This design comes from an exercise in tuning for small area, a short achievable clock period and few clock cycles per item on the open sky130 flow, not from production work.
The RTL was checked by simulation tests, not by an equivalence proof against the original design.
Power and IR drop assume default switching activity.

==> module gf163_clmul_serial, before the edit <==
module gf163_clmul_serial #(
  parameter int M = 163,
  parameter int D = 24
) (
  input  logic             clk,
  input  logic             rst,
  input  logic             start,
  input  logic [M-1:0]     a,
  input  logic [M-1:0]     b,
  output logic             busy,
  output logic             done,
  output logic [2*M-2:0]   p
);
  localparam int N  = (M + D - 1) / D;    
  localparam int NB = N * D;
  localparam int PW = NB + M - 1;         
  localparam int CW = (N > 1) ? $clog2(N) : 1;
  localparam int Q  = M + D - 1;          
  logic          busy_q, done_q, idle_q, more_q, load;
  logic [CW-1:0] cnt_q;
  logic [M-1:0]  a_q;
  logic [PW-1:0] P_q, P_d;
  logic [D-1:0]  dig;
  logic [Q-1:0]  pp;
  assign load = idle_q & start;
  always_comb begin
    dig = P_q[D-1:0];
    pp  = '0;
    for (int j = 0; j < D; j++)
      for (int i = 0; i < M; i++)
        pp[i+j] = pp[i+j] ^ (a_q[i] & dig[j]);
  end
  always_comb begin
    for (int i = 0; i < PW; i++) begin
      logic sh;
      sh = (i + D < PW) ? P_q[i+D] : 1'b0;
      if (i < M) P_d[i] = idle_q ? b[i] : sh;
      else       P_d[i] = ~idle_q & sh;
      if (i >= NB - D) P_d[i] = P_d[i] ^ pp[i-(NB-D)];
    end
  end
  always_ff @(posedge clk) begin
    P_q <= P_d;
    a_q <= ({M{load}} & a) | ({M{more_q}} & a_q);
  end
  always_ff @(posedge clk or posedge rst) begin
    if (rst) begin
      busy_q <= 1'b0;
      done_q <= 1'b0;
      idle_q <= 1'b1;
      more_q <= 1'b0;
      cnt_q  <= '0;
    end else begin
      done_q <= busy_q && cnt_q == '0;
      idle_q <= (idle_q & ~start) | done_q;
      if (idle_q) begin
        busy_q <= start;
        more_q <= start && N > 1;
        cnt_q  <= CW'(N - 1);
      end else if (busy_q) begin
        if (cnt_q == '0) busy_q <= 1'b0;
        more_q <= cnt_q > 1;
        cnt_q  <= cnt_q - 1'b1;
      end
    end
  end
  assign busy = busy_q;
  assign done = done_q;
  assign p    = P_q[2*M-2:0];
endmodule
==> flow/config.mk <==
export PLATFORM = sky130hd
export DESIGN_NAME = gf163_clmul_serial
export DESIGN_NICKNAME = gf163_clmul_serial
export VERILOG_FILES = /design/flow/design.v
export SDC_FILE = /design/flow/constraint.sdc
export NUM_CORES = 4
export LEC_CHECK = 0
export CAP_MARGIN = 20
export CORE_MARGIN = 2
export CORE_UTILIZATION = 40
export SETUP_SLACK_MARGIN = 2.6
export SLEW_MARGIN = 20
==> flow/constraint.sdc <==
create_clock -name core_clock -period 5.0 [get_ports {clk}]
set_input_delay 1.0000 -clock core_clock [delete_from_list [all_inputs] [get_ports {clk}]]
set_output_delay 1.0000 -clock core_clock [all_outputs]
set_load 0.01 [all_outputs]
run.sh (not shown) runs the stock make flow with config.mk's settings and CLKGATE_MAP_FILE= SYNTH_SCRIPT=/design/flow/synth_recipe.tcl, a recipe that flattens the netlist after the stock synthesis.
Testbench counts at the start, summed over its fixed seeds: cycles 7,192, items 800.
==> next run, changes <==
==> flow/design.v (replaced) <==
module gf163_clmul_serial #(
  parameter int M = 163,
  parameter int D = 24,
  parameter int K = 8         
) (
  input  logic             clk,
  input  logic             rst,
  input  logic             start,
  input  logic [M-1:0]     a,
  input  logic [M-1:0]     b,
  output logic             busy,
  output logic             done,
  output logic [2*M-2:0]   p
);
  localparam int N  = (M + D - 1) / D;    
  localparam int NB = N * D;
  localparam int PW = NB + M - 1;         
  localparam int CW = (N > 1) ? $clog2(N) : 1;
  localparam int Q  = M + D - 1;          
  localparam int R  = 3;                  
  logic          busy_q, done_q, idle_q, more_q, load;
  logic [K-1:0]  idle_c, busy_c;
  logic [CW-1:0] cnt_q;
  logic [M-1:0]  a_q;
  logic [PW-1:0] P_q, P_d;
  logic [R*D-1:0] dig;
  logic [D-1:0]  dc_r, dc_s;    
  logic [Q-1:0]  pp;
  assign load = idle_q & start;
  always_comb begin
    dig = {dc_s, dc_r, P_q[D-1:0]};
    pp  = '0;
    for (int j = 0; j < D; j++)
      for (int i = 0; i < M; i++)
        pp[i+j] = pp[i+j] ^ (a_q[i] & dig[(i*R/M)*D+j]);
  end
  always_comb begin
    for (int i = 0; i < PW; i++) begin
      logic sh;
      sh = (i + D < PW) ? P_q[i+D] : 1'b0;
      if (i < M) P_d[i] = idle_c[i*K/M] ? b[i] : sh;
      else       P_d[i] = busy_c[(i-M)*K/(PW-M)] & sh;
      if (i >= NB - D) P_d[i] = P_d[i] ^ pp[i-(NB-D)];
    end
  end
  always_ff @(posedge clk) begin
    P_q <= P_d;
    a_q <= ({M{load}} & a) | ({M{more_q}} & a_q);
  end
  always_ff @(posedge clk or posedge rst) begin
    if (rst) dc_r <= '0;
    else     dc_r <= P_d[D-1:0];
  end
  always_ff @(posedge clk or posedge rst) begin
    if (rst) dc_s <= '1;
    else     dc_s <= P_d[D-1:0];
  end
  always_ff @(posedge clk or posedge rst) begin
    if (rst) begin
      busy_q <= 1'b0;
      done_q <= 1'b0;
      idle_q <= 1'b1;
      more_q <= 1'b0;
      idle_c <= '1;
      busy_c <= '0;
      cnt_q  <= '0;
    end else begin
      done_q <= busy_q && cnt_q == '0;
      idle_q <= (idle_q & ~start) | done_q;
      for (int k = 0; k < K; k++) begin
        idle_c[k] <= (idle_c[k] & ~start) | done_q;
        busy_c[k] <= (idle_c[k] & start) | (busy_c[k] & cnt_q != '0);
      end
      if (idle_q) begin
        busy_q <= start;
        more_q <= start && N > 1;
        cnt_q  <= CW'(N - 1);
      end else if (busy_q) begin
        if (cnt_q == '0) busy_q <= 1'b0;
        more_q <= cnt_q > 1;
        cnt_q  <= cnt_q - 1'b1;
      end
    end
  end
  assign busy = busy_q;
  assign done = done_q;
  assign p    = P_q[2*M-2:0];
endmodule
- The changed run passed the timing, design-rule and antenna checks
- final area climbs by 1.3%
- worst setup slack is worse by 0.036 ns
- wire length climbs by 5.8%
- count of clock-buffer cells in the layout climbs by 12
- power drops by 23%
- register-to-register slack is worse by 0.02 ns
- critical path depth drops by 6
- global-route usage climbs by 1.2 points
- combinational power drops by about 36%
Testbench counts after the change, summed over its fixed seeds: cycles 7,192, items 800.

separate check: timing with driven ports:
No port has a modelled driver above. Below, the same layouts with a new extraction and two added sets of constraints.
Step 1 assumes that a clkbuf_16 drives the clock port and a buf_2 every other input.
Step 2 moves the port delays by t, midway between the first and last clock arrival at a register: inputs arrive t later, outputs are due t later. That takes back most of the time a late clock gives input paths.
Three values: no drivers, after step 1, after step 2; two values: the first two.
| run | t, ns | setup WS [ns] | hold WS [ns] |
|---|---|---|---|
| the first run | 0.834 | 2.578 / 2.489 / 1.977 | 0.443 / 0.443 / 0.443 |
| the second run | 0.859 | 2.542 / 2.448 / 1.851 | 0.460 / 0.460 / 0.460 |
After both steps every run listed still meets setup and hold. For the second run, which loses most, drivers alone change the setup slack by -0.094 ns; drivers and shift together by -0.691 ns.
